What follows belongs to an exercise in optimizing a design on an open flow for small area, a short achievable clock period and few clock cycles per item; a production flow would make more cautious choices. Only simulation tests tie the RTL to the original design; equivalence was not proved. No activity file was given, so power comes from the tool's default toggle rates.

== oak ==
Design audio_peak_level_meter, start of the top module:
module audio_peak_level_meter (
  input  logic        clk,
  input  logic        rst,
  input  logic        cfg_write,
  input  logic [1:0]  cfg_index,
  input  logic [5:0]  cfg_data,
  input  logic        in_valid,
  output logic        in_stall,
  input  logic [7:0]  data_byte,
  input  logic        buffer_end,
  output logic        out_valid,
  input  logic        out_stall,
  output logic [17:0] level_q16,
  output logic [31:0] peak_value
);
==> flow/config.mk <==
export PLATFORM = sky130hd
export DESIGN_NAME = audio_peak_level_meter
export DESIGN_NICKNAME = audio_peak_level_meter
export VERILOG_FILES = /design/flow/design.v
export SDC_FILE = /design/flow/constraint.sdc
export NUM_CORES = 4
export LEC_CHECK = 0
export CAP_MARGIN = 20
export CORE_MARGIN = 2
export CORE_UTILIZATION = 55
export CTS_BUF_LIST = sky130_fd_sc_hd__clkbuf_8
export CTS_CLUSTER_SIZE = 30
export PLACE_DENSITY = 0.7
export SETUP_SLACK_MARGIN = 5
export SLEW_MARGIN = 20
==> flow/constraint.sdc <==
create_clock -name core_clock -period 9.0 [get_ports {clk}]
set_input_delay 1.8000 -clock core_clock [delete_from_list [all_inputs] [get_ports {clk}]]
set_output_delay 1.8000 -clock core_clock [all_outputs]
set_load 0.01 [all_outputs]
standard.sh (not shown) runs the stock make flow with config.mk's settings and CLKGATE_MAP_FILE= SYNTH_SCRIPT=/design/flow/synth_recipe.tcl, a recipe that flattens the netlist after the stock synthesis.
==> flow/flow/run.sh <==
#!/bin/bash
cp standard.sh standard_sh.txt
export BUFFER_PORTS_ARGS="-buffer_cell sky130_fd_sc_hd__buf_1"
bash standard.sh finish SETUP_SLACK_MARGIN=6 > standard.log 2>&1
Testbench counts of oak, summed over its fixed seeds: cycles 44,288, bytes 43,768.
#### Input delta (pine over oak)
Settings: PLACE_DENSITY: 0.7 -> unset; CORE_UTILIZATION: 55 -> 40.
--- a/flow/flow/run.sh
+++ b/flow/flow/run.sh
@@ -1,2 +1,3 @@
 #!/bin/bash
+# Standard layout, with the port buffers made of the smallest buffer cell.
 cp standard.sh standard_sh.txt
Results
- Looking at layout-stage area growth over the synthesis result, pine sits 4.1 points below oak.
- oak ended up with bpk[31]$_DFFE_PP_ as its capturing element of the worst setup path; pine ended up with bpk[29]$_DFFE_PP_.
- Lower detailed-route wire length per cell among pine and oak: pine
- pine against oak: post-synthesis cell area about even, global-route total usage across every layer decreased 7.3 points.
- Going from oak to pine, count of plain and timing-repair buffers lower, met2 track demand over resource lower.
- On leakage power summed over all cells, pine does better than oak.
Input-level comparison between birch and pine:
--- a/flow/flow/run.sh
+++ b/flow/flow/run.sh
@@ -4,2 +4,2 @@
 export BUFFER_PORTS_ARGS="-buffer_cell sky130_fd_sc_hd__buf_1"
-bash standard.sh finish SETUP_SLACK_MARGIN=6 > standard.log 2>&1
+bash standard.sh finish SETUP_SLACK_MARGIN=6.5 > standard.log 2>&1
==> comparison <==
Compared with pine, in birch final period demand of the worst path has increased; net switching power figure has increased. Summary: peak supply drop, birch worse than pine. birch vs pine — final total power climbed by a few percent. On setup slack: between birch and pine, it ends up lower for birch. Going from pine to birch, the total global-route track usage was found to have gone up by 4.0 points. Fraction of registers with async set/reset: birch vs pine identical. Summary of birch over pine: met2 wire length went up about 24%, final wirelength went up 21%. birch against pine: signed area change from the synthesized netlist to the final layout rose 21 points; proportion of power drawn by combinational gates shows an increase of 1.8 points.
Edits applied to the flow inputs when going from birch to maple:
==> flow/flow/run.sh <==
#!/bin/bash
cp standard.sh standard_sh.txt
export BUFFER_PORTS_ARGS="-buffer_cell sky130_fd_sc_hd__buf_1"
bash standard.sh finish SETUP_SLACK_MARGIN=6 > standard.log 2>&1
==> comparison <==
Lower worst-case headroom to the max-slew limit was reported by birch, not maple. Later-pin clock latency in the skew report: maple vs birch down 0.02 ns. As far as number of design rule violations left after detail routing is concerned, birch and maple perform about the same. The switching power as a share of total power in maple was lower than what birch gave. As of maple, mean number of vias per cell had fallen by a few percent compared to birch. What maple reported for detailed-route via count has to be multiplied by 1.12 to get the figure for birch. maple reports a higher total of clock buffers placed in the layout than birch does. Compared with birch, routed length per instance in maple decreased by more than 10%. Taking birch as the reference, in maple worst hold slack has remained practically unchanged; wire length -6100 um; final design area excluding fillers lost about 16%. maple: done, clean on timing, DRC and antenna.

---

The RTL this note starts from:
==> flow/design.v <==
`timescale 1ns / 1ps
module audio_peak_level_meter (
  input  logic        clk,
  input  logic        rst,
  input  logic        cfg_write,
  input  logic [1:0]  cfg_index,
  input  logic [5:0]  cfg_data,
  input  logic        in_valid,
  output logic        in_stall,
  input  logic [7:0]  data_byte,
  input  logic        buffer_end,
  output logic        out_valid,
  input  logic        out_stall,
  output logic [17:0] level_q16,
  output logic [31:0] peak_value
);
  logic [1:0]  szc;
  logic [1:0]  kind;
  logic [2:0]  chl;
  logic        cap;
  logic [1:0]  bpos;
  logic [2:0]  cpos;
  logic [23:0] sh;
  logic [31:0] mag;
  logic        p_sd;    
  logic        p_fd;    
  logic        p_be;    
  logic [31:0] run;
  logic [31:0] bpk;
  logic        bz;
  logic [17:0] lvl;     
  logic        lp;      
  logic        cv_fmt;  
  logic        cv_sh;   
  logic [4:0]  cnt;
  logic        stall;
  logic        accept;
  logic        track;
  logic        fl;
  logic        sample_done;
  logic        frame_done;
  logic [31:0] raw;
  logic [31:0] mag_in;
  logic [31:0] run_upd;
  logic [31:0] peak;
  logic [17:0] level;
  always_ff @(posedge clk) begin
    if (rst) begin
      szc  <= 2'd2;
      kind <= 2'd0;
      chl  <= 3'd1;
      cap  <= 1'b0;
    end else if (cfg_write) begin
      case (cfg_index)
        2'd0: szc <= (cfg_data == 6'd8)  ? 2'd1 :
                     (cfg_data == 6'd16) ? 2'd2 :
                     (cfg_data == 6'd32) ? 2'd3 : 2'd0;
        2'd1: kind <= cfg_data[1:0];
        2'd2: chl <= (cfg_data[3:0] == 4'd0) ? 3'd0 :
                     cfg_data[3] ? 3'd7 : 3'(cfg_data[2:0] - 3'd1);
        default: cap <= cfg_data[0];
      endcase
    end
  end
  assign stall    = (cv_fmt || cv_sh || lp || out_valid) && (p_fd || p_be);
  assign in_stall = stall;
  assign accept   = in_valid && !stall;
  assign track    = cap && (szc != 2'd0);
  assign fl       = (kind == 2'd2) && (szc == 2'd3);
  assign sample_done = (szc == 2'd1) || (szc == 2'd2 && bpos[0]) || (bpos == 2'd3);
  assign frame_done  = (cpos == chl);
  always_ff @(posedge clk) begin
    if (accept) begin
      case (bpos)
        2'd0: sh[7:0]   <= data_byte;
        2'd1: sh[15:8]  <= data_byte;
        default: sh[23:16] <= data_byte;
      endcase
    end
  end
  function automatic logic [31:0] cond_neg(input logic [31:0] x,
                                           input logic [1:0] sz,
                                           input logic s);
    logic [31:0] low;   
    logic [31:0] r;
    low = x;
    for (int w = 1; w < 32; w = w * 2)
      for (int i = 0; i < 32; i++)
        if ((i / w) % 2 == 1) low[i] = low[i] | low[(i / w) * w - 1];
    low = {low[30:0], 1'b0};
    for (int i = 0; i < 32; i++) begin
      if (i < 8 || (i < 16 && sz != 2'd1) || sz == 2'd3)
        r[i] = x[i] ^ (s & low[i]);
      else
        r[i] = 1'b0;
    end
    r[8]  = r[8]  | (sz == 2'd1 && s && x[6:0] == 7'd0);
    r[16] = r[16] | (sz == 2'd2 && s && x[14:0] == 15'd0);
    cond_neg = r;
  endfunction
  always_comb begin
    case (szc)
      2'd1:    raw = {24'd0, data_byte};
      2'd2:    raw = {16'd0, data_byte, sh[7:0]};
      default: raw = {data_byte, sh};
    endcase
    if (fl)
      mag_in = (raw[30:23] == 8'hff && raw[22:0] != 23'd0) ? 32'd0 : {1'b0, raw[30:0]};
    else if (kind[1])
      mag_in = 32'd0;
    else
      mag_in = cond_neg(raw, szc, kind == 2'd0 && data_byte[7]);
  end
  always_ff @(posedge clk) begin
    if (accept && sample_done) mag <= mag_in;
  end
  always_ff @(posedge clk) begin
    if (rst) begin
      bpos <= 2'd0;
      cpos <= 3'd0;
      p_sd <= 1'b0;
      p_fd <= 1'b0;
      p_be <= 1'b0;
    end else if (!stall) begin
      p_sd <= accept && track && sample_done;
      p_fd <= accept && track && sample_done && frame_done;
      p_be <= accept && buffer_end;
      if (accept) begin
        if (buffer_end || szc == 2'd0) begin
          bpos <= 2'd0;
          cpos <= 3'd0;
        end else if (sample_done) begin
          bpos <= 2'd0;
          cpos <= frame_done ? 3'd0 : cpos + 3'd1;
        end else begin
          bpos <= bpos + 2'd1;
        end
      end
    end
  end
  always_comb begin
    run_upd = (mag > run) ? mag : run;
    peak    = p_fd ? run_upd : (bz ? 32'd0 : bpk);
  end
  always_ff @(posedge clk) begin
    if (rst) begin
      run       <= 32'd0;
      bz        <= 1'b1;
      out_valid <= 1'b0;
      lvl       <= 18'd0;
      lp        <= 1'b0;
      cv_fmt    <= 1'b0;
      cv_sh     <= 1'b0;
    end else begin
      if (!stall) begin
        if (p_be) begin
          run    <= 32'd0;
          bz     <= 1'b1;
          lp     <= !(fl && track);
          cv_fmt <= fl && track;
        end else begin
          if (p_sd) run <= run_upd;
          if (p_fd) bz <= 1'b0;
        end
      end
      if (out_valid && !out_stall) out_valid <= 1'b0;
      if (cv_fmt) begin
        cv_fmt <= 1'b0;
        cv_sh  <= 1'b1;
      end
      if (cv_sh && cnt == 5'd0) begin
        cv_sh <= 1'b0;
        lp    <= 1'b1;
      end
      if (lp) begin
        lp        <= 1'b0;
        out_valid <= 1'b1;
        if (track) lvl <= level;
      end
    end
  end
  always_ff @(posedge clk) begin
    if (cv_fmt) begin
      bpk <= bpk[30] ? 32'hffff_ffff :
             (bpk[29:28] == 2'b11) ? {1'b1, bpk[22:0], 8'd0} : 32'd0;
      cnt <= (!bpk[30] && bpk[29:28] == 2'b11) ? ~bpk[27:23] : 5'd0;
    end else if (cv_sh) begin
      if (cnt != 5'd0) begin
        bpk <= {1'b0, bpk[31:1]};
        cnt <= cnt - 5'd1;
      end
    end else if (!stall) begin
      if (p_be) bpk <= peak;
      else if (p_fd) bpk <= run_upd;
    end
  end
  function automatic logic [17:0] level_of(input logic [31:0] p,
                                           input logic [1:0] sz,
                                           input logic uns);
    logic        c7, c8, c15, c16, c31, c32;
    logic        z;     
    logic        sat;
    logic [15:0] q;
    c7  = (sz == 2'd1) && !uns;
    c8  = (sz == 2'd1) && uns;
    c15 = (sz == 2'd2) && !uns;
    c16 = (sz == 2'd2) && uns;
    c31 = (sz == 2'd3) && !uns;
    c32 = (sz == 2'd3) && uns;
    z = (c7 & (&p[6:0])) | (c8 & (&p[7:0])) | (c15 & (&p[14:0])) |
        (c16 & (&p[15:0])) | (c31 & (&p[30:0])) | (c32 & (&p[31:0]));
    sat = (c7 & p[8]) | (c15 & p[16]) | (c31 & p[31] & p[0]);
    q = ({16{c7}}  & {p[6:0], p[6:0], p[6:5]}) |
        ({16{c8}}  & {p[7:0], p[7:0]}) |
        ({16{c15}} & {p[14:0], p[14]}) |
        ({16{c16}} & p[15:0]) |
        ({16{c31}} & p[30:15]) |
        ({16{c32}} & p[31:16]);
    level_of = {sat, ~sat & (z | (c31 & p[31])), {16{~sat & ~z}} & q};
  endfunction
  assign level      = level_of(bpk, szc, kind == 2'd1);
  assign level_q16  = lvl;
  assign peak_value = bpk;
endmodule
==> flow/config.mk <==
export PLATFORM = sky130hd
export DESIGN_NAME = audio_peak_level_meter
export DESIGN_NICKNAME = audio_peak_level_meter
export VERILOG_FILES = /design/flow/design.v
export SDC_FILE = /design/flow/constraint.sdc
export NUM_CORES = 4
export LEC_CHECK = 0
export CAP_MARGIN = 20
export CORE_MARGIN = 2
export CORE_UTILIZATION = 40
export CTS_BUF_LIST = sky130_fd_sc_hd__clkbuf_8
export CTS_CLUSTER_SIZE = 30
export SETUP_SLACK_MARGIN = 5
export SLEW_MARGIN = 20
==> flow/constraint.sdc <==
create_clock -name core_clock -period 9.0 [get_ports {clk}]
set_input_delay 1.8000 -clock core_clock [delete_from_list [all_inputs] [get_ports {clk}]]
set_output_delay 1.8000 -clock core_clock [all_outputs]
set_load 0.01 [all_outputs]
==> flow/flow/run.sh <==
#!/bin/bash
# Standard layout, with the port buffers made of the smallest buffer cell.
cp standard.sh standard_sh.txt
export BUFFER_PORTS_ARGS="-buffer_cell sky130_fd_sc_hd__buf_1"
bash standard.sh finish SETUP_SLACK_MARGIN=6 > standard.log 2>&1
Testbench counts at the start, summed over its fixed seeds: cycles 44,753, bytes 43,768.
Change:
==> flow/flow/run.sh (replaced) <==
#!/bin/bash
# Standard layout, with the port buffers made of the smallest buffer cell.
cp standard.sh standard_sh.txt
export BUFFER_PORTS_ARGS="-buffer_cell sky130_fd_sc_hd__buf_1"
bash standard.sh > standard.log 2>&1
What happened: The changed run completed without violations. Combinational power fell by 22%. Die area does not change. Total power fell by about 3.2%. Hold slack gets worse by 0.0061 ns. Setup slack gets worse by 0.41 ns. Utilization fell by 4.7 points. Routed wire length fell by 9.7%. Critical path depth rose by 4. Final area fell by 9.5%. Maximum frequency fell by about 10%.
Change:
==> flow/run.sh (new file) <==
#!/bin/bash
# synth_recipe.tcl (not shown) runs the flow's synth.tcl, then flattens the netlist and writes it again
# the make line also repeats each setting of config.mk as NAME=value (left out here)
make -C /OpenROAD-flow-scripts/flow DESIGN_CONFIG=/design/flow/config.mk WORK_HOME=/design/flow/orfs CLKGATE_MAP_FILE= SYNTH_SCRIPT=/design/flow/synth_recipe.tcl finish
removed: flow/flow/run.sh
removed: flow/standard.sh
What happened: The changed run finished clean. Worst hold slack gains 0.0040 ns. Area after synthesis stays the same. Via count goes up slightly. Total power increases by a few percent. Cell area goes up by a few percent. Core utilization goes up by 2.4 points. Setup slack degrades by 0.081 ns.
Change:
- CTS_CLUSTER_SIZE: 30 -> 50
- The changed run went through all stages and came out clean
- clock power stays flat
- setup slack does not change
- cell count is unchanged
- die area is unchanged

==> re-timing with driven ports <==
The results above use ideal ports. As a check the final layouts listed here were re-extracted and re-timed, cells and wires unchanged.
Step 1: set_driving_cell puts a clkbuf_16 on clk and a buf_2 on each other input, an assumption about the parent block.
Step 2 times the ports against the registers' clock, not the clock port: input delays grow and output delays shrink by t, the midpoint of the rising clock arrivals with the driver on.
Three values: ideal ports, drivers, drivers and shift; two values: the first two.
run	t, ns	slack for setup (ns)	worst setup path at the end
oak	0.512	5.956 / 5.956 / 5.769	input to register
pine	0.500	5.983 / 5.983 / 5.956	input to register
birch	0.523	5.969 / 5.969 / 5.707	input to register
maple	0.500	5.983 / 5.983 / 5.956	input to register
the first run of note 2	0.501	5.561 / 5.519 / 5.119	input to register
the second run of note 2	0.506	5.156 / 5.177 / 4.671	input to register
the third run of note 2	0.500	5.074 / 5.031 / 4.662	input to register
the fourth run of note 2	0.500	5.074 / 5.031 / 4.662	input to register
After both steps every run listed still meets setup and hold. The setup slack of the second run of note 2, which loses most, moves by +0.021 ns with the drivers and by -0.485 ns with both steps.
